Background: an optimization exercise with open tools, aiming at small area, a short achievable clock period and few clock cycles per item. Do not read the settings as production practice.
Function was checked by simulation only, so behaviour that the tests miss may differ from the original.
Power is estimated from default activity; no workload was simulated.

`design.v`:
```
package mm_pkg;
  localparam int MATRIX_DIM = 4;
  localparam int LANE_W = 16;
  localparam int ACC_W = 32;
  localparam int PROD_CNT_W = 8;
  localparam int VEC_W = MATRIX_DIM * LANE_W;
  localparam int BEAT_W = 2 * VEC_W + 1;
  localparam int STEP_W = BEAT_W + 1;
  localparam int ROW_W = MATRIX_DIM * ACC_W;
  localparam int MAT_W = MATRIX_DIM * ROW_W;
  localparam logic [ACC_W-1:0] ACC_LIVE0 = 32'hffffffff;
  localparam logic [ACC_W-1:0] ACC_LIVE1 = 32'h3fffffe0;
endpackage
`timescale 1ns/1ps
module mm_kernel_ctrl (
  input  logic                          ap_clk,
  input  logic                          areset,
  input  logic                          i_ap_start,
  input  logic [mm_pkg::PROD_CNT_W-1:0] i_num_products,
  input  logic                          i_last_taken,
  input  logic                          i_done,
  output logic                          o_run_active,
  output logic                          o_final,
  output logic                          o_ap_idle
);
  localparam logic [mm_pkg::PROD_CNT_W-1:0] PROD_ONE = 1;
  localparam logic [mm_pkg::PROD_CNT_W-1:0] PROD_TWO = 2;
  logic                          idle_q;
  logic                          start_q;
  logic                          start_pulse;
  logic [mm_pkg::PROD_CNT_W-1:0] left_q;
  logic                          left_one_q;
  assign start_pulse = i_ap_start & ~start_q;
  always_ff @(posedge ap_clk) begin
    if (areset) begin
      start_q    <= 1'b0;
      idle_q     <= 1'b1;
      left_q     <= PROD_ONE;
      left_one_q <= 1'b1;
    end else begin
      start_q <= i_ap_start;
      if (idle_q) begin
        if (start_pulse) begin
          idle_q     <= 1'b0;
          left_q     <= (i_num_products == '0) ? PROD_ONE : i_num_products;
          left_one_q <= (i_num_products == '0) || (i_num_products == PROD_ONE);
        end
      end else begin
        if (i_done) begin
          idle_q <= 1'b1;
        end
        if (i_last_taken) begin
          left_q     <= left_q - PROD_ONE;
          left_one_q <= (left_q == PROD_TWO);
        end
      end
    end
  end
  assign o_run_active = ~idle_q;
  assign o_final      = left_one_q;
  assign o_ap_idle    = idle_q;
endmodule
`timescale 1ns/1ps
module mm_decode (
  input  logic                      ap_clk,
  input  logic                      areset,
  input  logic                      i_run_active,
  input  logic                      i_beat_valid,
  input  logic [mm_pkg::BEAT_W-1:0] i_beat,
  input  logic                      i_final,
  output logic [4*24-1:0]           o_dig,
  output logic [4*64-1:0]           o_b,
  output logic [3:0]                o_first,
  output logic                      o_last,
  output logic                      o_final
);
  localparam int N  = mm_pkg::MATRIX_DIM;
  localparam int LW = mm_pkg::LANE_W;
  logic        beat_accept;
  logic        beat_last;
  logic        open_q;
  logic        first_q;
  logic        last_q;
  logic        final_q;
  logic [LW-1:0] a_in  [N];
  logic [LW-1:0] a_q   [N][N-1];
  logic [23:0]   enc   [N];
  logic [63:0]   b_q   [N];
  logic [N-2:1]  first_d;
  assign beat_accept = i_beat_valid & i_run_active;
  assign beat_last   = i_beat[0];
  always_comb begin
    for (int r = 0; r < N; r++) begin
      a_in[r] = i_beat[1 + N*LW + r*LW +: LW] & {LW{beat_accept}};
    end
  end
  for (genvar r = 0; r < N; r++) begin : g_enc
    logic [LW:0] a;
    if (r == 0) begin : g_now
      assign a = {a_in[0], 1'b0};
    end else begin : g_late
      assign a = {a_q[r][r-1], 1'b0};
    end
    for (genvar i = 0; i < LW/2; i++) begin : g_dig
      assign enc[r][i]      = a[2*i+1] ^ a[2*i];
      assign enc[r][8 + i]  = (a[2*i+2] & ~a[2*i+1] & ~a[2*i]) |
                              (~a[2*i+2] & a[2*i+1] & a[2*i]);
      assign enc[r][16 + i] = a[2*i+2];
    end
  end
  always_ff @(posedge ap_clk) begin
    if (areset) begin
      open_q  <= 1'b1;
      first_q <= 1'b0;
      last_q  <= 1'b0;
      final_q <= 1'b0;
    end else begin
      first_q <= beat_accept & open_q;
      last_q  <= beat_accept & beat_last;
      final_q <= beat_accept & beat_last & i_final;
      if (!i_run_active) begin
        open_q <= 1'b1;
      end else if (beat_accept) begin
        open_q <= beat_last;
      end
    end
  end
  always_ff @(posedge ap_clk) begin
    for (int r = 1; r < N; r++) begin
      a_q[r][0] <= a_in[r];
      for (int k = 1; k < N-1; k++) begin
        if (k < r) a_q[r][k] <= a_q[r][k-1];
      end
    end
    b_q[0] <= i_beat[1 +: 64];
    for (int k = 1; k < N; k++) begin
      b_q[k] <= b_q[k-1];
    end
    first_d[1] <= first_q;
    for (int k = 2; k < N-1; k++) begin
      first_d[k] <= first_d[k-1];
    end
  end
  for (genvar r = 0; r < N; r++) begin : g_out
    assign o_dig[24*r +: 24] = enc[r];
    assign o_b[64*r +: 64]   = b_q[r];
  end
  assign o_first = {first_d, first_q, ~areset & beat_accept & open_q};
  assign o_last  = last_q;
  assign o_final = final_q;
endmodule
`timescale 1ns/1ps
module mm_fa (
  input  logic a,
  input  logic b,
  input  logic c,
  output logic s,
  output logic co
);
  assign s  = a ^ b ^ c;
  assign co = (a & b) | (a & c) | (b & c);
endmodule
`timescale 1ns/1ps
module mm_mac (
  input  logic        ap_clk,
  input  logic [7:0]  one,
  input  logic [7:0]  two,
  input  logic [7:0]  neg,
  input  logic [15:0] b,
  input  logic        first_in,
  output logic [31:0] o_s,
  output logic [31:0] o_c
);
  logic [56:0] acc_q;
  logic [56:0] acc_d;
  logic [31:0] acc0_q, acc1_q;
  logic [31:0] accg0, accg1;
  logic        first_q;
  logic pp0_0;
  logic pp0_1;
  logic pp0_2;
  logic pp1_0;
  logic pp0_3;
  logic pp1_1;
  logic pp0_4;
  logic pp1_2;
  logic pp2_0;
  logic pp0_5;
  logic pp1_3;
  logic pp2_1;
  logic pp0_6;
  logic pp1_4;
  logic pp2_2;
  logic pp3_0;
  logic pp0_7;
  logic pp1_5;
  logic pp2_3;
  logic pp3_1;
  logic pp0_8;
  logic pp1_6;
  logic pp2_4;
  logic pp3_2;
  logic pp4_0;
  logic pp0_9;
  logic pp1_7;
  logic pp2_5;
  logic pp3_3;
  logic pp4_1;
  logic pp0_10;
  logic pp1_8;
  logic pp2_6;
  logic pp3_4;
  logic pp4_2;
  logic pp5_0;
  logic pp0_11;
  logic pp1_9;
  logic pp2_7;
  logic pp3_5;
  logic pp4_3;
  logic pp5_1;
  logic pp0_12;
  logic pp1_10;
  logic pp2_8;
  logic pp3_6;
  logic pp4_4;
  logic pp5_2;
  logic pp6_0;
  logic pp0_13;
  logic pp1_11;
  logic pp2_9;
  logic pp3_7;
  logic pp4_5;
  logic pp5_3;
  logic pp6_1;
  logic pp0_14;
  logic pp1_12;
  logic pp2_10;
  logic pp3_8;
  logic pp4_6;
  logic pp5_4;
  logic pp6_2;
  logic pp7_0;
  logic pp0_15;
  logic pp1_13;
  logic pp2_11;
  logic pp3_9;
  logic pp4_7;
  logic pp5_5;
  logic pp6_3;
  logic pp7_1;
  logic pp0_16;
  logic pp1_14;
  logic pp2_12;
  logic pp3_10;
  logic pp4_8;
  logic pp5_6;
  logic pp6_4;
  logic pp7_2;
  logic pp1_15;
  logic pp2_13;
  logic pp3_11;
  logic pp4_9;
  logic pp5_7;
  logic pp6_5;
  logic pp7_3;
  logic pp1_16;
  logic pp2_14;
  logic pp3_12;
  logic pp4_10;
  logic pp5_8;
  logic pp6_6;
  logic pp7_4;
  logic pp2_15;
  logic pp3_13;
  logic pp4_11;
  logic pp5_9;
  logic pp6_7;
  logic pp7_5;
  logic pp2_16;
  logic pp3_14;
  logic pp4_12;
  logic pp5_10;
  logic pp6_8;
  logic pp7_6;
  logic pp3_15;
  logic pp4_13;
  logic pp5_11;
  logic pp6_9;
  logic pp7_7;
  logic pp3_16;
  logic pp4_14;
  logic pp5_12;
  logic pp6_10;
  logic pp7_8;
  logic pp4_15;
  logic pp5_13;
  logic pp6_11;
  logic pp7_9;
  logic pp4_16;
  logic pp5_14;
  logic pp6_12;
  logic pp7_10;
  logic pp5_15;
  logic pp6_13;
  logic pp7_11;
  logic pp5_16;
  logic pp6_14;
  logic pp7_12;
  logic pp6_15;
  logic pp7_13;
  logic pp6_16;
  logic pp7_14;
  logic pp7_15;
  logic pp7_16;
  logic t0, t1, t2, t3, t4, t5, t6, t7, t8, t9, t10, t11, t12, t13, t14, t15, t16, t17, t18, t19, t20, t21, t22, t23, t24, t25, t26, t27, t28, t29, t30, t31, t32, t33, t34, t35, t36, t37, t38, t39, t40, t41, t42, t43, t44, t45, t46, t47, t48, t49, t50, t51, t52, t53, t54, t55, t56, t57, t58, t59, t60, t61, t62, t63, t64, t65, t66, t67, t68, t69, t70, t71, t72, t73, t74, t75, t76, t77, t78, t79, t80, t81, t82, t83, t84, t85, t86, t87, t88, t89, t90, t91, t92, t93, t94, t95, t96, t97, t98, t99, t100, t101, t102, t103, t104, t105, t106, t107, t108, t109, t110, t111, t112, t113, t114, t115, t116, t117, t118, t119, t120, t121, t122, t123, t124, t125, t126, t127, t128, t129, t130, t131, t132, t133, t134, t135, t136, t137, t138, t139, t140, t141, t142, t143, t144, t145, t146, t147, t148, t149, t150, t151, t152, t153, t154, t155, t156, t157, t158, t159, t160, t161, t162, t163, t164, t165, t166, t167, t168, t169, t170, t171, t172, t173, t174, t175, t176, t177, t178, t179, t180, t181, t182, t183, t184, t185, t186, t187, t188, t189, t190, t191, t192, t193, t194, t195, t196, t197, t198, t199, t200, t201, t202, t203, t204, t205, t206, t207, t208, t209, t210, t211, t212, t213, t214, t215, t216, t217, t218, t219, t220, t221, t222, t223, t224, t225, t226, t227, t228, t229, t230, t231, t232, t233, t234, t235, t236, t237, t238, t239, t240, t241, t242, t243, t244, t245, t246, t247, t248, t249, t250, t251, t252, t253, t254, t255, t256, t257, t258, t259, t260, t261, t262, t263, t264, t265, t266, t267, t268, t269, t270, t271, t272, t273, t274, t275, t276, t277, t278, t279, t280, t281, t282, t283, t284, t285, t286, t287, t288, t289, t290, t291, t292, t293, t294, t295, t296, t297, t298, t299, t300, t301, t302, t303, t304, t305, t306, t307, t308, t309;
  assign acc0_q[0] = acc_q[0];
  assign acc1_q[0] = 1'b0;
  assign acc0_q[1] = acc_q[1];
  assign acc1_q[1] = 1'b0;
  assign acc0_q[2] = acc_q[2];
  assign acc1_q[2] = 1'b0;
  assign acc0_q[3] = acc_q[3];
  assign acc1_q[3] = 1'b0;
  assign acc0_q[4] = acc_q[4];
  assign acc1_q[4] = 1'b0;
  assign acc0_q[5] = acc_q[5];
  assign acc1_q[5] = acc_q[6];
  assign acc0_q[6] = acc_q[7];
  assign acc1_q[6] = acc_q[8];
  assign acc0_q[7] = acc_q[9];
  assign acc1_q[7] = acc_q[10];
  assign acc0_q[8] = acc_q[11];
  assign acc1_q[8] = acc_q[12];
  assign acc0_q[9] = acc_q[13];
  assign acc1_q[9] = acc_q[14];
  assign acc0_q[10] = acc_q[15];
  assign acc1_q[10] = acc_q[16];
  assign acc0_q[11] = acc_q[17];
  assign acc1_q[11] = acc_q[18];
  assign acc0_q[12] = acc_q[19];
  assign acc1_q[12] = acc_q[20];
  assign acc0_q[13] = acc_q[21];
  assign acc1_q[13] = acc_q[22];
  assign acc0_q[14] = acc_q[23];
  assign acc1_q[14] = acc_q[24];
  assign acc0_q[15] = acc_q[25];
  assign acc1_q[15] = acc_q[26];
  assign acc0_q[16] = acc_q[27];
  assign acc1_q[16] = acc_q[28];
  assign acc0_q[17] = acc_q[29];
  assign acc1_q[17] = acc_q[30];
  assign acc0_q[18] = acc_q[31];
  assign acc1_q[18] = acc_q[32];
  assign acc0_q[19] = acc_q[33];
  assign acc1_q[19] = acc_q[34];
  assign acc0_q[20] = acc_q[35];
  assign acc1_q[20] = acc_q[36];
  assign acc0_q[21] = acc_q[37];
  assign acc1_q[21] = acc_q[38];
  assign acc0_q[22] = acc_q[39];
  assign acc1_q[22] = acc_q[40];
  assign acc0_q[23] = acc_q[41];
  assign acc1_q[23] = acc_q[42];
  assign acc0_q[24] = acc_q[43];
  assign acc1_q[24] = acc_q[44];
  assign acc0_q[25] = acc_q[45];
  assign acc1_q[25] = acc_q[46];
  assign acc0_q[26] = acc_q[47];
  assign acc1_q[26] = acc_q[48];
  assign acc0_q[27] = acc_q[49];
  assign acc1_q[27] = acc_q[50];
  assign acc0_q[28] = acc_q[51];
  assign acc1_q[28] = acc_q[52];
  assign acc0_q[29] = acc_q[53];
  assign acc1_q[29] = acc_q[54];
  assign acc0_q[30] = acc_q[55];
  assign acc1_q[30] = 1'b0;
  assign acc0_q[31] = acc_q[56];
  assign acc1_q[31] = 1'b0;
  always_ff @(posedge ap_clk) begin
    first_q <= first_in;
  end
  assign accg0 = acc0_q & {32{~first_q}};
  assign accg1 = acc1_q & {32{~first_q}};
  assign pp0_0 = (one[0] & b[0]) ^ neg[0];
  assign pp0_1 = ((one[0] & b[1]) | (two[0] & b[0])) ^ neg[0];
  assign pp0_2 = ((one[0] & b[2]) | (two[0] & b[1])) ^ neg[0];
  assign pp1_0 = (one[1] & b[0]) ^ neg[1];
  assign pp0_3 = ((one[0] & b[3]) | (two[0] & b[2])) ^ neg[0];
  assign pp1_1 = ((one[1] & b[1]) | (two[1] & b[0])) ^ neg[1];
  assign pp0_4 = ((one[0] & b[4]) | (two[0] & b[3])) ^ neg[0];
  assign pp1_2 = ((one[1] & b[2]) | (two[1] & b[1])) ^ neg[1];
  assign pp2_0 = (one[2] & b[0]) ^ neg[2];
  assign pp0_5 = ((one[0] & b[5]) | (two[0] & b[4])) ^ neg[0];
  assign pp1_3 = ((one[1] & b[3]) | (two[1] & b[2])) ^ neg[1];
  assign pp2_1 = ((one[2] & b[1]) | (two[2] & b[0])) ^ neg[2];
  assign pp0_6 = ((one[0] & b[6]) | (two[0] & b[5])) ^ neg[0];
  assign pp1_4 = ((one[1] & b[4]) | (two[1] & b[3])) ^ neg[1];
  assign pp2_2 = ((one[2] & b[2]) | (two[2] & b[1])) ^ neg[2];
  assign pp3_0 = (one[3] & b[0]) ^ neg[3];
  assign pp0_7 = ((one[0] & b[7]) | (two[0] & b[6])) ^ neg[0];
  assign pp1_5 = ((one[1] & b[5]) | (two[1] & b[4])) ^ neg[1];
  assign pp2_3 = ((one[2] & b[3]) | (two[2] & b[2])) ^ neg[2];
  assign pp3_1 = ((one[3] & b[1]) | (two[3] & b[0])) ^ neg[3];
  assign pp0_8 = ((one[0] & b[8]) | (two[0] & b[7])) ^ neg[0];
  assign pp1_6 = ((one[1] & b[6]) | (two[1] & b[5])) ^ neg[1];
  assign pp2_4 = ((one[2] & b[4]) | (two[2] & b[3])) ^ neg[2];
  assign pp3_2 = ((one[3] & b[2]) | (two[3] & b[1])) ^ neg[3];
  assign pp4_0 = (one[4] & b[0]) ^ neg[4];
  assign pp0_9 = ((one[0] & b[9]) | (two[0] & b[8])) ^ neg[0];
  assign pp1_7 = ((one[1] & b[7]) | (two[1] & b[6])) ^ neg[1];
  assign pp2_5 = ((one[2] & b[5]) | (two[2] & b[4])) ^ neg[2];
  assign pp3_3 = ((one[3] & b[3]) | (two[3] & b[2])) ^ neg[3];
  assign pp4_1 = ((one[4] & b[1]) | (two[4] & b[0])) ^ neg[4];
  assign pp0_10 = ((one[0] & b[10]) | (two[0] & b[9])) ^ neg[0];
  assign pp1_8 = ((one[1] & b[8]) | (two[1] & b[7])) ^ neg[1];
  assign pp2_6 = ((one[2] & b[6]) | (two[2] & b[5])) ^ neg[2];
  assign pp3_4 = ((one[3] & b[4]) | (two[3] & b[3])) ^ neg[3];
  assign pp4_2 = ((one[4] & b[2]) | (two[4] & b[1])) ^ neg[4];
  assign pp5_0 = (one[5] & b[0]) ^ neg[5];
  assign pp0_11 = ((one[0] & b[11]) | (two[0] & b[10])) ^ neg[0];
  assign pp1_9 = ((one[1] & b[9]) | (two[1] & b[8])) ^ neg[1];
  assign pp2_7 = ((one[2] & b[7]) | (two[2] & b[6])) ^ neg[2];
  assign pp3_5 = ((one[3] & b[5]) | (two[3] & b[4])) ^ neg[3];
  assign pp4_3 = ((one[4] & b[3]) | (two[4] & b[2])) ^ neg[4];
  assign pp5_1 = ((one[5] & b[1]) | (two[5] & b[0])) ^ neg[5];
  assign pp0_12 = ((one[0] & b[12]) | (two[0] & b[11])) ^ neg[0];
  assign pp1_10 = ((one[1] & b[10]) | (two[1] & b[9])) ^ neg[1];
  assign pp2_8 = ((one[2] & b[8]) | (two[2] & b[7])) ^ neg[2];
  assign pp3_6 = ((one[3] & b[6]) | (two[3] & b[5])) ^ neg[3];
  assign pp4_4 = ((one[4] & b[4]) | (two[4] & b[3])) ^ neg[4];
  assign pp5_2 = ((one[5] & b[2]) | (two[5] & b[1])) ^ neg[5];
  assign pp6_0 = (one[6] & b[0]) ^ neg[6];
  assign pp0_13 = ((one[0] & b[13]) | (two[0] & b[12])) ^ neg[0];
  assign pp1_11 = ((one[1] & b[11]) | (two[1] & b[10])) ^ neg[1];
  assign pp2_9 = ((one[2] & b[9]) | (two[2] & b[8])) ^ neg[2];
  assign pp3_7 = ((one[3] & b[7]) | (two[3] & b[6])) ^ neg[3];
  assign pp4_5 = ((one[4] & b[5]) | (two[4] & b[4])) ^ neg[4];
  assign pp5_3 = ((one[5] & b[3]) | (two[5] & b[2])) ^ neg[5];
  assign pp6_1 = ((one[6] & b[1]) | (two[6] & b[0])) ^ neg[6];
  assign pp0_14 = ((one[0] & b[14]) | (two[0] & b[13])) ^ neg[0];
  assign pp1_12 = ((one[1] & b[12]) | (two[1] & b[11])) ^ neg[1];
  assign pp2_10 = ((one[2] & b[10]) | (two[2] & b[9])) ^ neg[2];
  assign pp3_8 = ((one[3] & b[8]) | (two[3] & b[7])) ^ neg[3];
  assign pp4_6 = ((one[4] & b[6]) | (two[4] & b[5])) ^ neg[4];
  assign pp5_4 = ((one[5] & b[4]) | (two[5] & b[3])) ^ neg[5];
  assign pp6_2 = ((one[6] & b[2]) | (two[6] & b[1])) ^ neg[6];
  assign pp7_0 = (one[7] & b[0]) ^ neg[7];
  assign pp0_15 = ((one[0] & b[15]) | (two[0] & b[14])) ^ neg[0];
  assign pp1_13 = ((one[1] & b[13]) | (two[1] & b[12])) ^ neg[1];
  assign pp2_11 = ((one[2] & b[11]) | (two[2] & b[10])) ^ neg[2];
  assign pp3_9 = ((one[3] & b[9]) | (two[3] & b[8])) ^ neg[3];
  assign pp4_7 = ((one[4] & b[7]) | (two[4] & b[6])) ^ neg[4];
  assign pp5_5 = ((one[5] & b[5]) | (two[5] & b[4])) ^ neg[5];
  assign pp6_3 = ((one[6] & b[3]) | (two[6] & b[2])) ^ neg[6];
  assign pp7_1 = ((one[7] & b[1]) | (two[7] & b[0])) ^ neg[7];
  assign pp0_16 = ~(((one[0] & b[15]) | (two[0] & b[15])) ^ neg[0]);
  assign pp1_14 = ((one[1] & b[14]) | (two[1] & b[13])) ^ neg[1];
  assign pp2_12 = ((one[2] & b[12]) | (two[2] & b[11])) ^ neg[2];
  assign pp3_10 = ((one[3] & b[10]) | (two[3] & b[9])) ^ neg[3];
  assign pp4_8 = ((one[4] & b[8]) | (two[4] & b[7])) ^ neg[4];
  assign pp5_6 = ((one[5] & b[6]) | (two[5] & b[5])) ^ neg[5];
  assign pp6_4 = ((one[6] & b[4]) | (two[6] & b[3])) ^ neg[6];
  assign pp7_2 = ((one[7] & b[2]) | (two[7] & b[1])) ^ neg[7];
  assign pp1_15 = ((one[1] & b[15]) | (two[1] & b[14])) ^ neg[1];
  assign pp2_13 = ((one[2] & b[13]) | (two[2] & b[12])) ^ neg[2];
  assign pp3_11 = ((one[3] & b[11]) | (two[3] & b[10])) ^ neg[3];
  assign pp4_9 = ((one[4] & b[9]) | (two[4] & b[8])) ^ neg[4];
  assign pp5_7 = ((one[5] & b[7]) | (two[5] & b[6])) ^ neg[5];
  assign pp6_5 = ((one[6] & b[5]) | (two[6] & b[4])) ^ neg[6];
  assign pp7_3 = ((one[7] & b[3]) | (two[7] & b[2])) ^ neg[7];
  assign pp1_16 = ~(((one[1] & b[15]) | (two[1] & b[15])) ^ neg[1]);
  assign pp2_14 = ((one[2] & b[14]) | (two[2] & b[13])) ^ neg[2];
  assign pp3_12 = ((one[3] & b[12]) | (two[3] & b[11])) ^ neg[3];
  assign pp4_10 = ((one[4] & b[10]) | (two[4] & b[9])) ^ neg[4];
  assign pp5_8 = ((one[5] & b[8]) | (two[5] & b[7])) ^ neg[5];
  assign pp6_6 = ((one[6] & b[6]) | (two[6] & b[5])) ^ neg[6];
  assign pp7_4 = ((one[7] & b[4]) | (two[7] & b[3])) ^ neg[7];
  assign pp2_15 = ((one[2] & b[15]) | (two[2] & b[14])) ^ neg[2];
  assign pp3_13 = ((one[3] & b[13]) | (two[3] & b[12])) ^ neg[3];
  assign pp4_11 = ((one[4] & b[11]) | (two[4] & b[10])) ^ neg[4];
  assign pp5_9 = ((one[5] & b[9]) | (two[5] & b[8])) ^ neg[5];
  assign pp6_7 = ((one[6] & b[7]) | (two[6] & b[6])) ^ neg[6];
  assign pp7_5 = ((one[7] & b[5]) | (two[7] & b[4])) ^ neg[7];
  assign pp2_16 = ~(((one[2] & b[15]) | (two[2] & b[15])) ^ neg[2]);
  assign pp3_14 = ((one[3] & b[14]) | (two[3] & b[13])) ^ neg[3];
  assign pp4_12 = ((one[4] & b[12]) | (two[4] & b[11])) ^ neg[4];
  assign pp5_10 = ((one[5] & b[10]) | (two[5] & b[9])) ^ neg[5];
  assign pp6_8 = ((one[6] & b[8]) | (two[6] & b[7])) ^ neg[6];
  assign pp7_6 = ((one[7] & b[6]) | (two[7] & b[5])) ^ neg[7];
  assign pp3_15 = ((one[3] & b[15]) | (two[3] & b[14])) ^ neg[3];
  assign pp4_13 = ((one[4] & b[13]) | (two[4] & b[12])) ^ neg[4];
  assign pp5_11 = ((one[5] & b[11]) | (two[5] & b[10])) ^ neg[5];
  assign pp6_9 = ((one[6] & b[9]) | (two[6] & b[8])) ^ neg[6];
  assign pp7_7 = ((one[7] & b[7]) | (two[7] & b[6])) ^ neg[7];
  assign pp3_16 = ~(((one[3] & b[15]) | (two[3] & b[15])) ^ neg[3]);
  assign pp4_14 = ((one[4] & b[14]) | (two[4] & b[13])) ^ neg[4];
  assign pp5_12 = ((one[5] & b[12]) | (two[5] & b[11])) ^ neg[5];
  assign pp6_10 = ((one[6] & b[10]) | (two[6] & b[9])) ^ neg[6];
  assign pp7_8 = ((one[7] & b[8]) | (two[7] & b[7])) ^ neg[7];
  assign pp4_15 = ((one[4] & b[15]) | (two[4] & b[14])) ^ neg[4];
  assign pp5_13 = ((one[5] & b[13]) | (two[5] & b[12])) ^ neg[5];
  assign pp6_11 = ((one[6] & b[11]) | (two[6] & b[10])) ^ neg[6];
  assign pp7_9 = ((one[7] & b[9]) | (two[7] & b[8])) ^ neg[7];
  assign pp4_16 = ~(((one[4] & b[15]) | (two[4] & b[15])) ^ neg[4]);
  assign pp5_14 = ((one[5] & b[14]) | (two[5] & b[13])) ^ neg[5];
  assign pp6_12 = ((one[6] & b[12]) | (two[6] & b[11])) ^ neg[6];
  assign pp7_10 = ((one[7] & b[10]) | (two[7] & b[9])) ^ neg[7];
  assign pp5_15 = ((one[5] & b[15]) | (two[5] & b[14])) ^ neg[5];
  assign pp6_13 = ((one[6] & b[13]) | (two[6] & b[12])) ^ neg[6];
  assign pp7_11 = ((one[7] & b[11]) | (two[7] & b[10])) ^ neg[7];
  assign pp5_16 = ~(((one[5] & b[15]) | (two[5] & b[15])) ^ neg[5]);
  assign pp6_14 = ((one[6] & b[14]) | (two[6] & b[13])) ^ neg[6];
  assign pp7_12 = ((one[7] & b[12]) | (two[7] & b[11])) ^ neg[7];
  assign pp6_15 = ((one[6] & b[15]) | (two[6] & b[14])) ^ neg[6];
  assign pp7_13 = ((one[7] & b[13]) | (two[7] & b[12])) ^ neg[7];
  assign pp6_16 = ~(((one[6] & b[15]) | (two[6] & b[15])) ^ neg[6]);
  assign pp7_14 = ((one[7] & b[14]) | (two[7] & b[13])) ^ neg[7];
  assign pp7_15 = ((one[7] & b[15]) | (two[7] & b[14])) ^ neg[7];
  assign pp7_16 = ~(((one[7] & b[15]) | (two[7] & b[15])) ^ neg[7]);
  assign t0 = ~accg0[16];
  assign t1 = ~accg0[17];
  assign t2 = ~accg0[19];
  assign t3 = ~accg0[21];
  assign t4 = ~accg0[23];
  assign t5 = ~accg0[25];
  assign t6 = ~accg0[27];
  assign t7 = ~accg0[29];
  assign t8 = ~accg0[31];
  mm_fa u_fa0 (.a(neg[0]), .b(accg0[0]), .c(pp0_0), .s(t9), .co(t10));
  mm_fa u_fa1 (.a(accg0[1]), .b(pp0_1), .c(t10), .s(t11), .co(t12));
  mm_fa u_fa2 (.a(neg[1]), .b(accg0[2]), .c(pp0_2), .s(t13), .co(t14));
  mm_fa u_fa3 (.a(pp1_0), .b(t13), .c(t12), .s(t15), .co(t16));
  mm_fa u_fa4 (.a(accg0[3]), .b(pp0_3), .c(pp1_1), .s(t17), .co(t18));
  mm_fa u_fa5 (.a(t14), .b(t17), .c(t16), .s(t19), .co(t20));
  mm_fa u_fa6 (.a(neg[2]), .b(accg0[4]), .c(pp0_4), .s(t21), .co(t22));
  mm_fa u_fa7 (.a(pp1_2), .b(pp2_0), .c(t18), .s(t23), .co(t24));
  mm_fa u_fa8 (.a(t21), .b(t23), .c(t20), .s(t25), .co(t26));
  mm_fa u_fa9 (.a(accg0[5]), .b(accg1[5]), .c(pp0_5), .s(t27), .co(t28));
  mm_fa u_fa10 (.a(pp1_3), .b(pp2_1), .c(t22), .s(t29), .co(t30));
  mm_fa u_fa11 (.a(t27), .b(t24), .c(t29), .s(t31), .co(t32));
  mm_fa u_fa12 (.a(neg[3]), .b(accg0[6]), .c(accg1[6]), .s(t33), .co(t34));
  mm_fa u_fa13 (.a(pp0_6), .b(pp1_4), .c(pp2_2), .s(t35), .co(t36));
  mm_fa u_fa14 (.a(pp3_0), .b(t33), .c(t28), .s(t37), .co(t38));
  mm_fa u_fa15 (.a(t35), .b(t30), .c(t37), .s(t39), .co(t40));
  mm_fa u_fa16 (.a(accg0[7]), .b(accg1[7]), .c(pp0_7), .s(t41), .co(t42));
  mm_fa u_fa17 (.a(pp1_5), .b(pp2_3), .c(pp3_1), .s(t43), .co(t44));
  mm_fa u_fa18 (.a(t34), .b(t36), .c(t41), .s(t45), .co(t46));
  mm_fa u_fa19 (.a(t43), .b(t38), .c(t45), .s(t47), .co(t48));
  mm_fa u_fa20 (.a(neg[4]), .b(accg0[8]), .c(accg1[8]), .s(t49), .co(t50));
  mm_fa u_fa21 (.a(pp0_8), .b(pp1_6), .c(pp2_4), .s(t51), .co(t52));
  mm_fa u_fa22 (.a(pp3_2), .b(pp4_0), .c(t49), .s(t53), .co(t54));
  mm_fa u_fa23 (.a(t42), .b(t44), .c(t51), .s(t55), .co(t56));
  mm_fa u_fa24 (.a(t53), .b(t46), .c(t55), .s(t57), .co(t58));
  mm_fa u_fa25 (.a(accg0[9]), .b(accg1[9]), .c(pp0_9), .s(t59), .co(t60));
  mm_fa u_fa26 (.a(pp1_7), .b(pp2_5), .c(pp3_3), .s(t61), .co(t62));
  mm_fa u_fa27 (.a(pp4_1), .b(t50), .c(t52), .s(t63), .co(t64));
  mm_fa u_fa28 (.a(t59), .b(t61), .c(t54), .s(t65), .co(t66));
  mm_fa u_fa29 (.a(t56), .b(t63), .c(t65), .s(t67), .co(t68));
  mm_fa u_fa30 (.a(neg[5]), .b(accg0[10]), .c(accg1[10]), .s(t69), .co(t70));
  mm_fa u_fa31 (.a(pp0_10), .b(pp1_8), .c(pp2_6), .s(t71), .co(t72));
  mm_fa u_fa32 (.a(pp3_4), .b(pp4_2), .c(pp5_0), .s(t73), .co(t74));
  mm_fa u_fa33 (.a(t69), .b(t60), .c(t62), .s(t75), .co(t76));
  mm_fa u_fa34 (.a(t71), .b(t73), .c(t64), .s(t77), .co(t78));
  mm_fa u_fa35 (.a(t75), .b(t66), .c(t77), .s(t79), .co(t80));
  mm_fa u_fa36 (.a(accg0[11]), .b(accg1[11]), .c(pp0_11), .s(t81), .co(t82));
  mm_fa u_fa37 (.a(pp1_9), .b(pp2_7), .c(pp3_5), .s(t83), .co(t84));
  mm_fa u_fa38 (.a(pp4_3), .b(pp5_1), .c(t70), .s(t85), .co(t86));
  mm_fa u_fa39 (.a(t72), .b(t74), .c(t81), .s(t87), .co(t88));
  mm_fa u_fa40 (.a(t83), .b(t85), .c(t76), .s(t89), .co(t90));
  mm_fa u_fa41 (.a(t87), .b(t78), .c(t89), .s(t91), .co(t92));
  mm_fa u_fa42 (.a(neg[6]), .b(accg0[12]), .c(accg1[12]), .s(t93), .co(t94));
  mm_fa u_fa43 (.a(pp0_12), .b(pp1_10), .c(pp2_8), .s(t95), .co(t96));
  mm_fa u_fa44 (.a(pp3_6), .b(pp4_4), .c(pp5_2), .s(t97), .co(t98));
  mm_fa u_fa45 (.a(pp6_0), .b(t93), .c(t82), .s(t99), .co(t100));
  mm_fa u_fa46 (.a(t84), .b(t86), .c(t95), .s(t101), .co(t102));
  mm_fa u_fa47 (.a(t97), .b(t88), .c(t99), .s(t103), .co(t104));
  mm_fa u_fa48 (.a(t101), .b(t90), .c(t103), .s(t105), .co(t106));
  mm_fa u_fa49 (.a(accg0[13]), .b(accg1[13]), .c(pp0_13), .s(t107), .co(t108));
  mm_fa u_fa50 (.a(pp1_11), .b(pp2_9), .c(pp3_7), .s(t109), .co(t110));
  mm_fa u_fa51 (.a(pp4_5), .b(pp5_3), .c(pp6_1), .s(t111), .co(t112));
  mm_fa u_fa52 (.a(t94), .b(t96), .c(t98), .s(t113), .co(t114));
  mm_fa u_fa53 (.a(t107), .b(t109), .c(t111), .s(t115), .co(t116));
  mm_fa u_fa54 (.a(t100), .b(t102), .c(t113), .s(t117), .co(t118));
  mm_fa u_fa55 (.a(t115), .b(t104), .c(t117), .s(t119), .co(t120));
  mm_fa u_fa56 (.a(neg[7]), .b(accg0[14]), .c(accg1[14]), .s(t121), .co(t122));
  mm_fa u_fa57 (.a(pp0_14), .b(pp1_12), .c(pp2_10), .s(t123), .co(t124));
  mm_fa u_fa58 (.a(pp3_8), .b(pp4_6), .c(pp5_4), .s(t125), .co(t126));
  mm_fa u_fa59 (.a(pp6_2), .b(pp7_0), .c(t121), .s(t127), .co(t128));
  mm_fa u_fa60 (.a(t108), .b(t110), .c(t112), .s(t129), .co(t130));
  mm_fa u_fa61 (.a(t123), .b(t125), .c(t127), .s(t131), .co(t132));
  mm_fa u_fa62 (.a(t114), .b(t116), .c(t129), .s(t133), .co(t134));
  mm_fa u_fa63 (.a(t131), .b(t118), .c(t133), .s(t135), .co(t136));
  mm_fa u_fa64 (.a(accg0[15]), .b(accg1[15]), .c(pp0_15), .s(t137), .co(t138));
  mm_fa u_fa65 (.a(pp1_13), .b(pp2_11), .c(pp3_9), .s(t139), .co(t140));
  mm_fa u_fa66 (.a(pp4_7), .b(pp5_5), .c(pp6_3), .s(t141), .co(t142));
  mm_fa u_fa67 (.a(pp7_1), .b(t122), .c(t124), .s(t143), .co(t144));
  mm_fa u_fa68 (.a(t126), .b(t137), .c(t139), .s(t145), .co(t146));
  mm_fa u_fa69 (.a(t141), .b(t128), .c(t130), .s(t147), .co(t148));
  mm_fa u_fa70 (.a(t143), .b(t145), .c(t132), .s(t149), .co(t150));
  mm_fa u_fa71 (.a(t134), .b(t147), .c(t149), .s(t151), .co(t152));
  mm_fa u_fa72 (.a(accg1[16]), .b(t0), .c(pp0_16), .s(t153), .co(t154));
  mm_fa u_fa73 (.a(pp1_14), .b(pp2_12), .c(pp3_10), .s(t155), .co(t156));
  mm_fa u_fa74 (.a(pp4_8), .b(pp5_6), .c(pp6_4), .s(t157), .co(t158));
  mm_fa u_fa75 (.a(pp7_2), .b(t138), .c(t140), .s(t159), .co(t160));
  mm_fa u_fa76 (.a(t142), .b(t153), .c(t155), .s(t161), .co(t162));
  mm_fa u_fa77 (.a(t157), .b(t144), .c(t146), .s(t163), .co(t164));
  mm_fa u_fa78 (.a(t159), .b(t161), .c(t148), .s(t165), .co(t166));
  mm_fa u_fa79 (.a(t163), .b(t150), .c(t165), .s(t167), .co(t168));
  mm_fa u_fa80 (.a(accg1[17]), .b(accg0[16]), .c(t1), .s(t169), .co(t170));
  mm_fa u_fa81 (.a(pp1_15), .b(pp2_13), .c(pp3_11), .s(t171), .co(t172));
  mm_fa u_fa82 (.a(pp4_9), .b(pp5_7), .c(pp6_5), .s(t173), .co(t174));
  mm_fa u_fa83 (.a(pp7_3), .b(t169), .c(t154), .s(t175), .co(t176));
  mm_fa u_fa84 (.a(t156), .b(t158), .c(t171), .s(t177), .co(t178));
  mm_fa u_fa85 (.a(t173), .b(t160), .c(t162), .s(t179), .co(t180));
  mm_fa u_fa86 (.a(t175), .b(t177), .c(t164), .s(t181), .co(t182));
  mm_fa u_fa87 (.a(t179), .b(t166), .c(t181), .s(t183), .co(t184));
  mm_fa u_fa88 (.a(accg0[18]), .b(accg1[18]), .c(accg0[17]), .s(t185), .co(t186));
  mm_fa u_fa89 (.a(pp1_16), .b(pp2_14), .c(pp3_12), .s(t187), .co(t188));
  mm_fa u_fa90 (.a(pp4_10), .b(pp5_8), .c(pp6_6), .s(t189), .co(t190));
  mm_fa u_fa91 (.a(pp7_4), .b(t170), .c(t185), .s(t191), .co(t192));
  mm_fa u_fa92 (.a(t172), .b(t174), .c(t187), .s(t193), .co(t194));
  mm_fa u_fa93 (.a(t189), .b(t191), .c(t176), .s(t195), .co(t196));
  mm_fa u_fa94 (.a(t178), .b(t193), .c(t180), .s(t197), .co(t198));
  mm_fa u_fa95 (.a(t195), .b(t182), .c(t197), .s(t199), .co(t200));
  mm_fa u_fa96 (.a(accg1[19]), .b(t2), .c(pp2_15), .s(t201), .co(t202));
  mm_fa u_fa97 (.a(pp3_13), .b(pp4_11), .c(pp5_9), .s(t203), .co(t204));
  mm_fa u_fa98 (.a(pp6_7), .b(pp7_5), .c(t186), .s(t205), .co(t206));
  mm_fa u_fa99 (.a(t188), .b(t190), .c(t201), .s(t207), .co(t208));
  mm_fa u_fa100 (.a(t203), .b(t192), .c(t205), .s(t209), .co(t210));
  mm_fa u_fa101 (.a(t194), .b(t207), .c(t209), .s(t211), .co(t212));
  mm_fa u_fa102 (.a(t196), .b(t211), .c(t198), .s(t213), .co(t214));
  mm_fa u_fa103 (.a(accg0[20]), .b(accg1[20]), .c(accg0[19]), .s(t215), .co(t216));
  mm_fa u_fa104 (.a(pp2_16), .b(pp3_14), .c(pp4_12), .s(t217), .co(t218));
  mm_fa u_fa105 (.a(pp5_10), .b(pp6_8), .c(pp7_6), .s(t219), .co(t220));
  mm_fa u_fa106 (.a(t215), .b(t202), .c(t204), .s(t221), .co(t222));
  mm_fa u_fa107 (.a(t206), .b(t217), .c(t219), .s(t223), .co(t224));
  mm_fa u_fa108 (.a(t208), .b(t221), .c(t210), .s(t225), .co(t226));
  mm_fa u_fa109 (.a(t223), .b(t212), .c(t225), .s(t227), .co(t228));
  mm_fa u_fa110 (.a(accg1[21]), .b(t3), .c(pp3_15), .s(t229), .co(t230));
  mm_fa u_fa111 (.a(pp4_13), .b(pp5_11), .c(pp6_9), .s(t231), .co(t232));
  mm_fa u_fa112 (.a(pp7_7), .b(t216), .c(t218), .s(t233), .co(t234));
  mm_fa u_fa113 (.a(t220), .b(t229), .c(t231), .s(t235), .co(t236));
  mm_fa u_fa114 (.a(t222), .b(t224), .c(t233), .s(t237), .co(t238));
  mm_fa u_fa115 (.a(t235), .b(t226), .c(t237), .s(t239), .co(t240));
  mm_fa u_fa116 (.a(accg0[22]), .b(accg1[22]), .c(accg0[21]), .s(t241), .co(t242));
  mm_fa u_fa117 (.a(pp3_16), .b(pp4_14), .c(pp5_12), .s(t243), .co(t244));
  mm_fa u_fa118 (.a(pp6_10), .b(pp7_8), .c(t241), .s(t245), .co(t246));
  mm_fa u_fa119 (.a(t230), .b(t232), .c(t243), .s(t247), .co(t248));
  mm_fa u_fa120 (.a(t245), .b(t234), .c(t236), .s(t249), .co(t250));
  mm_fa u_fa121 (.a(t247), .b(t238), .c(t249), .s(t251), .co(t252));
  mm_fa u_fa122 (.a(accg1[23]), .b(t4), .c(pp4_15), .s(t253), .co(t254));
  mm_fa u_fa123 (.a(pp5_13), .b(pp6_11), .c(pp7_9), .s(t255), .co(t256));
  mm_fa u_fa124 (.a(t242), .b(t244), .c(t253), .s(t257), .co(t258));
  mm_fa u_fa125 (.a(t255), .b(t246), .c(t248), .s(t259), .co(t260));
  mm_fa u_fa126 (.a(t257), .b(t250), .c(t259), .s(t261), .co(t262));
  mm_fa u_fa127 (.a(accg0[24]), .b(accg1[24]), .c(accg0[23]), .s(t263), .co(t264));
  mm_fa u_fa128 (.a(pp4_16), .b(pp5_14), .c(pp6_12), .s(t265), .co(t266));
  mm_fa u_fa129 (.a(pp7_10), .b(t263), .c(t254), .s(t267), .co(t268));
  mm_fa u_fa130 (.a(t256), .b(t265), .c(t258), .s(t269), .co(t270));
  mm_fa u_fa131 (.a(t267), .b(t260), .c(t269), .s(t271), .co(t272));
  mm_fa u_fa132 (.a(accg1[25]), .b(t5), .c(pp5_15), .s(t273), .co(t274));
  mm_fa u_fa133 (.a(pp6_13), .b(pp7_11), .c(t264), .s(t275), .co(t276));
  mm_fa u_fa134 (.a(t266), .b(t273), .c(t275), .s(t277), .co(t278));
  mm_fa u_fa135 (.a(t268), .b(t277), .c(t270), .s(t279), .co(t280));
  mm_fa u_fa136 (.a(accg0[26]), .b(accg1[26]), .c(accg0[25]), .s(t281), .co(t282));
  mm_fa u_fa137 (.a(pp5_16), .b(pp6_14), .c(pp7_12), .s(t283), .co(t284));
  mm_fa u_fa138 (.a(t281), .b(t274), .c(t276), .s(t285), .co(t286));
  mm_fa u_fa139 (.a(t283), .b(t278), .c(t285), .s(t287), .co(t288));
  mm_fa u_fa140 (.a(accg1[27]), .b(t6), .c(pp6_15), .s(t289), .co(t290));
  mm_fa u_fa141 (.a(pp7_13), .b(t282), .c(t284), .s(t291), .co(t292));
  mm_fa u_fa142 (.a(t289), .b(t286), .c(t291), .s(t293), .co(t294));
  mm_fa u_fa143 (.a(accg0[28]), .b(accg1[28]), .c(accg0[27]), .s(t295), .co(t296));
  mm_fa u_fa144 (.a(pp6_16), .b(pp7_14), .c(t295), .s(t297), .co(t298));
  mm_fa u_fa145 (.a(t290), .b(t297), .c(t292), .s(t299), .co(t300));
  mm_fa u_fa146 (.a(accg1[29]), .b(t7), .c(pp7_15), .s(t301), .co(t302));
  mm_fa u_fa147 (.a(t296), .b(t301), .c(t298), .s(t303), .co(t304));
  mm_fa u_fa148 (.a(accg0[30]), .b(accg0[29]), .c(pp7_16), .s(t305), .co(t306));
  mm_fa u_fa149 (.a(t302), .b(t305), .c(t304), .s(t307), .co(t308));
  assign t309 = t8 ^ t306 ^ t308;
  assign acc_d[0] = t9;
  assign acc_d[1] = t11;
  assign acc_d[2] = t15;
  assign acc_d[3] = t19;
  assign acc_d[4] = t25;
  assign acc_d[5] = t26;
  assign acc_d[6] = t31;
  assign acc_d[7] = t32;
  assign acc_d[8] = t39;
  assign acc_d[9] = t40;
  assign acc_d[10] = t47;
  assign acc_d[11] = t48;
  assign acc_d[12] = t57;
  assign acc_d[13] = t58;
  assign acc_d[14] = t67;
  assign acc_d[15] = t68;
  assign acc_d[16] = t79;
  assign acc_d[17] = t80;
  assign acc_d[18] = t91;
  assign acc_d[19] = t92;
  assign acc_d[20] = t105;
  assign acc_d[21] = t106;
  assign acc_d[22] = t119;
  assign acc_d[23] = t120;
  assign acc_d[24] = t135;
  assign acc_d[25] = t136;
  assign acc_d[26] = t151;
  assign acc_d[27] = t152;
  assign acc_d[28] = t167;
  assign acc_d[29] = t168;
  assign acc_d[30] = t183;
  assign acc_d[31] = t184;
  assign acc_d[32] = t199;
  assign acc_d[33] = t200;
  assign acc_d[34] = t213;
  assign acc_d[35] = t214;
  assign acc_d[36] = t227;
  assign acc_d[37] = t228;
  assign acc_d[38] = t239;
  assign acc_d[39] = t240;
  assign acc_d[40] = t251;
  assign acc_d[41] = t252;
  assign acc_d[42] = t261;
  assign acc_d[43] = t262;
  assign acc_d[44] = t271;
  assign acc_d[45] = t272;
  assign acc_d[46] = t279;
  assign acc_d[47] = t280;
  assign acc_d[48] = t287;
  assign acc_d[49] = t288;
  assign acc_d[50] = t293;
  assign acc_d[51] = t294;
  assign acc_d[52] = t299;
  assign acc_d[53] = t300;
  assign acc_d[54] = t303;
  assign acc_d[55] = t307;
  assign acc_d[56] = t309;
  always_ff @(posedge ap_clk) begin
    acc_q <= acc_d;
  end
  assign o_s = acc0_q;
  assign o_c = acc1_q;
endmodule
module mm_dig (
  input  logic        ap_clk,
  input  logic [23:0] d,
  output logic [23:0] q
);
  always_ff @(posedge ap_clk) begin
    q <= d;
  end
endmodule
module mm_execute (
  input  logic                     ap_clk,
  input  logic [4*24-1:0]          i_dig,
  input  logic [4*64-1:0]          i_b,
  input  logic [3:0]               i_first,
  output logic [mm_pkg::MAT_W-1:0] o_s,
  output logic [mm_pkg::MAT_W-1:0] o_c
);
  localparam int N = mm_pkg::MATRIX_DIM;
  for (genvar r = 0; r < N; r++) begin : g_row
    logic [23:0] dig [N/2];
    for (genvar p = 0; p < N/2; p++) begin : g_pair
      mm_dig u_dig (
        .ap_clk (ap_clk),
        .d      (i_dig[24*r +: 24]),
        .q      (dig[p])
      );
    end
    for (genvar c = 0; c < N; c++) begin : g_col
      mm_mac u_mac (
        .ap_clk (ap_clk),
        .one    (dig[c/2][7:0]),
        .two    (dig[c/2][15:8]),
        .neg    (dig[c/2][23:16]),
        .b      (i_b[64*r + 16*c +: 16]),
        .first_in (i_first[r]),
        .o_s    (o_s[128*r + 32*c +: 32]),
        .o_c    (o_c[128*r + 32*c +: 32])
      );
    end
  end
endmodule
`timescale 1ns/1ps
module mm_result_col (
  input  logic                  ap_clk,
  input  logic                  areset,
  input  logic                  i_last,
  input  logic [4*32-1:0]       i_s,
  input  logic [4*32-1:0]       i_c,
  output logic [31:0]           o_sum
);
  localparam int N  = mm_pkg::MATRIX_DIM;
  localparam int AW = mm_pkg::ACC_W;
  logic [N-1:0]  sel_q;
  logic [AW-1:0] s_row;
  logic [AW-1:0] c_row;
  logic [AW-1:0] sum_q;
  always_comb begin
    s_row = '0;
    c_row = '0;
    for (int r = 0; r < N; r++) begin
      s_row = s_row | (i_s[32*r +: 32] & mm_pkg::ACC_LIVE0 & {AW{sel_q[r]}});
      c_row = c_row | (i_c[32*r +: 32] & mm_pkg::ACC_LIVE1 & {AW{sel_q[r]}});
    end
  end
  always_ff @(posedge ap_clk) begin
    sum_q <= s_row + c_row;
  end
  always_ff @(posedge ap_clk) begin
    if (areset) begin
      sel_q <= '0;
    end else begin
      sel_q <= {sel_q[N-2:0], i_last};
    end
  end
  assign o_sum = sum_q;
endmodule
module mm_result (
  input  logic                     ap_clk,
  input  logic                     areset,
  input  logic                     i_last,
  input  logic                     i_final,
  input  logic [mm_pkg::MAT_W-1:0] i_s,
  input  logic [mm_pkg::MAT_W-1:0] i_c,
  output logic                     o_c_valid,
  output logic [mm_pkg::ROW_W-1:0] o_c_row,
  output logic                     o_c_last,
  output logic                     o_done
);
  localparam int N  = mm_pkg::MATRIX_DIM;
  logic [N-1:0] sel_q;
  logic [N-1:0] fin_q;
  logic         valid_q;
  logic         last_q;
  logic         done_q;
  for (genvar c = 0; c < N; c++) begin : g_col
    logic [4*32-1:0] s_col;
    logic [4*32-1:0] c_col;
    for (genvar r = 0; r < N; r++) begin : g_row
      assign s_col[32*r +: 32] = i_s[128*r + 32*c +: 32];
      assign c_col[32*r +: 32] = i_c[128*r + 32*c +: 32];
    end
    mm_result_col u_col (
      .ap_clk (ap_clk),
      .areset (areset),
      .i_last (i_last),
      .i_s    (s_col),
      .i_c    (c_col),
      .o_sum  (o_c_row[32*c +: 32])
    );
  end
  always_ff @(posedge ap_clk) begin
    if (areset) begin
      sel_q   <= '0;
      fin_q   <= '0;
      valid_q <= 1'b0;
      last_q  <= 1'b0;
      done_q  <= 1'b0;
    end else begin
      sel_q   <= {sel_q[N-2:0], i_last};
      fin_q   <= {fin_q[N-2:0], i_final};
      valid_q <= |sel_q;
      last_q  <= sel_q[N-1];
      done_q  <= sel_q[N-1] & fin_q[N-1];
    end
  end
  assign o_c_valid = valid_q;
  assign o_c_last  = last_q;
  assign o_done    = done_q;
endmodule
`timescale 1ns/1ps
module mm_kernel (
  input  logic                          ap_clk,
  input  logic                          areset,
  input  logic                          i_ap_start,
  input  logic [mm_pkg::PROD_CNT_W-1:0] i_num_products,
  input  logic                          i_beat_valid,
  input  logic [mm_pkg::BEAT_W-1:0]     i_beat,
  output logic                          o_ap_idle,
  output logic                          o_ap_done,
  output logic                          o_c_valid,
  output logic [mm_pkg::ROW_W-1:0]      o_c_row,
  output logic                          o_c_last
);
  logic                     run_active;
  logic                     final_next;
  logic                     done;
  logic [4*24-1:0]          dig;
  logic [4*64-1:0]          b;
  logic [3:0]               first;
  logic                     last;
  logic                     last_final;
  logic [mm_pkg::MAT_W-1:0] acc_s;
  logic [mm_pkg::MAT_W-1:0] acc_c;
  mm_kernel_ctrl u_ctrl (
    .ap_clk         (ap_clk),
    .areset         (areset),
    .i_ap_start     (i_ap_start),
    .i_num_products (i_num_products),
    .i_last_taken   (i_beat_valid & run_active & i_beat[0]),
    .i_done         (done),
    .o_run_active   (run_active),
    .o_final        (final_next),
    .o_ap_idle      (o_ap_idle)
  );
  mm_decode u_decode (
    .ap_clk       (ap_clk),
    .areset       (areset),
    .i_run_active (run_active),
    .i_beat_valid (i_beat_valid),
    .i_beat       (i_beat),
    .i_final      (final_next),
    .o_dig        (dig),
    .o_b          (b),
    .o_first      (first),
    .o_last       (last),
    .o_final      (last_final)
  );
  mm_execute u_execute (
    .ap_clk  (ap_clk),
    .i_dig   (dig),
    .i_b     (b),
    .i_first (first),
    .o_s     (acc_s),
    .o_c     (acc_c)
  );
  mm_result u_result (
    .ap_clk    (ap_clk),
    .areset    (areset),
    .i_last    (last),
    .i_final   (last_final),
    .i_s       (acc_s),
    .i_c       (acc_c),
    .o_c_valid (o_c_valid),
    .o_c_row   (o_c_row),
    .o_c_last  (o_c_last),
    .o_done    (done)
  );
  assign o_ap_done = done;
endmodule
```
`flow/run.sh`:
```
#!/bin/bash
# The standard layout, with timing repair aimed past the clock period:
# repair_timing works until the setup slack reaches SETUP_SLACK_MARGIN, so the
# layout is optimised for a shorter period than the constraint asks for.
# Antenna repair after detailed routing gets more rounds than the default five.
# The clock, the constraints and every other step are the standard ones.
set -euo pipefail
MARGIN=${MARGIN:-7.1}
bash standard.sh SETUP_SLACK_MARGIN=$MARGIN TNS_END_PERCENT=10 MAX_REPAIR_ANTENNAS_ITER_DRT=10 finish > flow_make.log 2>&1
```
`standard.sh`:
```
#!/bin/bash
# synth_recipe.tcl (not shown) runs the flow's synth.tcl, then flattens the netlist and writes it again
# the make line also repeats each setting of config.mk as NAME=value (left out here)
make -C /OpenROAD-flow-scripts/flow DESIGN_CONFIG=/design/flow/config.mk WORK_HOME=/design/flow/orfs CLKGATE_MAP_FILE= SYNTH_SCRIPT=/design/flow/synth_recipe.tcl "${@:-finish}"
```
`constraint.sdc`:
```
create_clock -name core_clock -period 10.5 [get_ports {ap_clk}]
set_input_delay 2.1000 -clock core_clock [delete_from_list [all_inputs] [get_ports {ap_clk}]]
set_output_delay 2.1000 -clock core_clock [all_outputs]
set_load 0.01 [all_outputs]
```
`config.mk`:
```
export PLATFORM = sky130hd
export DESIGN_NAME = mm_kernel
export DESIGN_NICKNAME = mm_kernel
export VERILOG_FILES = /design/flow/design.v
export SDC_FILE = /design/flow/constraint.sdc
export NUM_CORES = 4
export LEC_CHECK = 0
export CAP_MARGIN = 20
export CORE_MARGIN = 2
export CORE_UTILIZATION = 62
export SLEW_MARGIN = 20
export SYNTH_HIERARCHICAL = 1
export SYNTH_MINIMUM_KEEP_SIZE = 0
```
==> notes.md <==
-- what timing repair did --
action	in CTS	in global routing
endpoints found under the setup margin	465	432
pin swaps	0	30
setup buffers	3	120
resized for setup	833	866
hold endpoints to repair	0	0
gates cloned	0	69
hold buffers	0	0
-- metrics by stage --
step | power, uW | cell area, sq um | hold slack [ps]
global placement | 29200 | 145000 | 312
floorplan | 24200 | 148000 | 310
global route | 41300 | 158000 | 298
CTS | 37700 | 152000 | 293
finish | 38300 | 158000 | 290
detailed placement | 30200 | 145000 | 312
-- report_power, final --
| part | switching, uW | leakage (uW) | internal (uW) |
|---|---|---|---|
| clock | 3080 | 0.00329 | 4120 |
| sequential | 2310 | 0.0138 | 8700 |
| combinational | 10700 | 0.0438 | 9460 |
| total | 16000 | 0.0609 | 22300 |
-- registers in the layout, indices dropped and copies added (netlist names), 2 cells and up --
name                                 cells
u_execute.g_row.g_col.u_mac.acc_q      912
u_decode.b_q                           256
u_execute.g_row.g_pair.u_dig.q         192
u_result.g_col.u_col.sum_q             128
u_decode.a_q                            96
u_execute.g_row.g_col.u_mac.first_q     16
u_result.g_col.u_col.sel_q              16
u_ctrl.left_q                            8
u_result.fin_q                           4
u_result.sel_q                           4
u_decode.first_d                         2
-- cell type report --
cell class	instances	area (sq um)	share of cell area
clock buffers	265	5490	0.0348
clock inverters	96	1230	0.00777
repair buffers	796	10000	0.0635
inverters	201	754	0.00478
well taps	3167	3960	0.0251
flip-flops and latches	1644	33800	0.214
diodes	46	115	0.000729
multi-input cells	9419	102000	0.649
-- path summary, 6_finish.rpt --
kind	slack [ps]	cells past startpoint	start	endpoint
setup reg to reg	6990	7	u_decode.b_q[2][37]	u_execute.g_row[2].g_col[2].u_mac.acc_q[30]
hold / removal	290	0	u_decode.a_q[6][3]	u_decode.a_q[7][3]
setup / recovery	6970	1	u_result.g_col[0].u_col.sum_q[12]	o_c_row[12]
hold reg to reg	290	0	u_decode.a_q[6][3]	u_decode.a_q[7][3]
-- placed cells by master, fill, tap and decap left out, types with 183 or more instances in the layout --
master,instances
dfxtp_4,183
xor2_1,193
nand2_1,425
a22oi_1,1947
fa_1,2398
buf_4,226
inv_1,200
a22oi_2,416
clkbuf_16,263
nor2b_1,808
dfxtp_1,1282
o21ai_0,202
xnor2_1,2120
-- metal layers --
metal  up-vias  wire length, um  track usage
met3      1483            81900        0.164
met4        36            26300        0.157
met2      8054           221000        0.573
li1      41900                -            -
met5         -              582      0.00411
met1     54700           202000        0.565
==> reports/metrics.csv <==
metric,value,unit
final core occ,0.664,
GR Overflow Total,0,
Initial Util,0.624,
HP Class,flip-flop to flip-flop,
Critical Path Source Type,flip-flop,
worst-path cell chain,clkdlybuf4s15_2,
Bufs and invs on worst path,1,
die height,493,um
Syn-to-layout area delta,6.40,%
Fmax,284,MHz
Fin Setup TNS,0,ps
slowest cell on the critical path,dfxtp_1,
worst vdd ir,256,uV
total of max-cap violations,0,
largest net degree at the start of global routing,66,
power per cell area,243,nW/um^2
Worst Tran Pin Value,1100,ps
PnR worst setup slack,6970,ps
num rows,179,
share of cells above drive strength 1,0.145,
Cells after Synth,12700,
final worst-path cycle share,0.336,
WL/cell,34.1,um
SO Viols,antenna rules,
nets,14900,
Total Routing Usage GR,0.409,
clock skew,61.8,ps
Longest Clk Path Bufs,3,
Post-Place Worst Slack,6380,ps
CTS root buffer,clkbuf_16,
crit-path max cell delay,330,ps
CP top delay family,flip-flops,
Detailed Place HPWL,348000,um
Netlist Area Pre-Place,148000,sq um
DR vias,106000,
Yosys warning total,21,
number of buffers created by CTS,193,
RSZ-0062 raised after global routing,yes,
Die ar.,243000,sq um
# setup viols final,0,
initial DRC count,14800,
Final Hold Vio Count,0,
Post-Syn Nets,15300,
Detailed Routing Iterations Pass 1,23,
Max Slew Vio Count,0,
IO Port Bufs,272,
filler instances,18100,
Static Leak,0.0609,uW
"Arr. time, crit path",1430,ps
vias per inst,6.79,
outcome,finished with violations,
worst-path fanout max,1,
clk sinks,1644,
CTS tree,built,
Worst Path Required,8400,ps
vias in the first global route,109000,
slew margin rel.,0.266,
"Avg Cell Area, Syn",11.7,sq um
"Clk Latency, worst-skew pair",890,ps
final wirelength,532000,um
post-route minimum period,3530,ps
Final Non-Filler Cells,15600,
critical path class,flip-flop to primary output,
Worst-path clk slew,60,ps
Die X,493,um
core area,238000,sq um
first-pass GRT wire length,735000,um
initial antenna violation count,45,
critical path endpoint category,primary output,
num ports,273,
placer congestion estimate,0.998,
CTS H-tree lvls,4,
placed cells,15000,
DRC violations left,0,
DRT antenna net count,1,
Testbench counts, summed over its fixed seeds: cycles 4,588, products 286.

-- port drivers added, routing unchanged --
The flow's constraints put no driver on any port. The routed layout listed below was extracted and timed again, unchanged, in two steps.
Step 1: set_driving_cell puts a clkbuf_16 on ap_clk and a buf_2 on each other input, an assumption about the parent block.
Step 2 moves the port delays by t, midway between the first and last clock arrival at a register: inputs arrive t later, outputs are due t later. That takes back most of the time a late clock gives input paths.
Slacks: ideal / step 1 / step 2; pairs: ideal / step 1.
t (ns): 0.962
setup slack, ns: 6.973 / 6.870 / 6.331
worst hold slack (ns): 0.290 / 0.290 / 0.290
For this run, drivers alone change the setup slack by -0.103 ns; drivers and shift together by -0.642 ns.
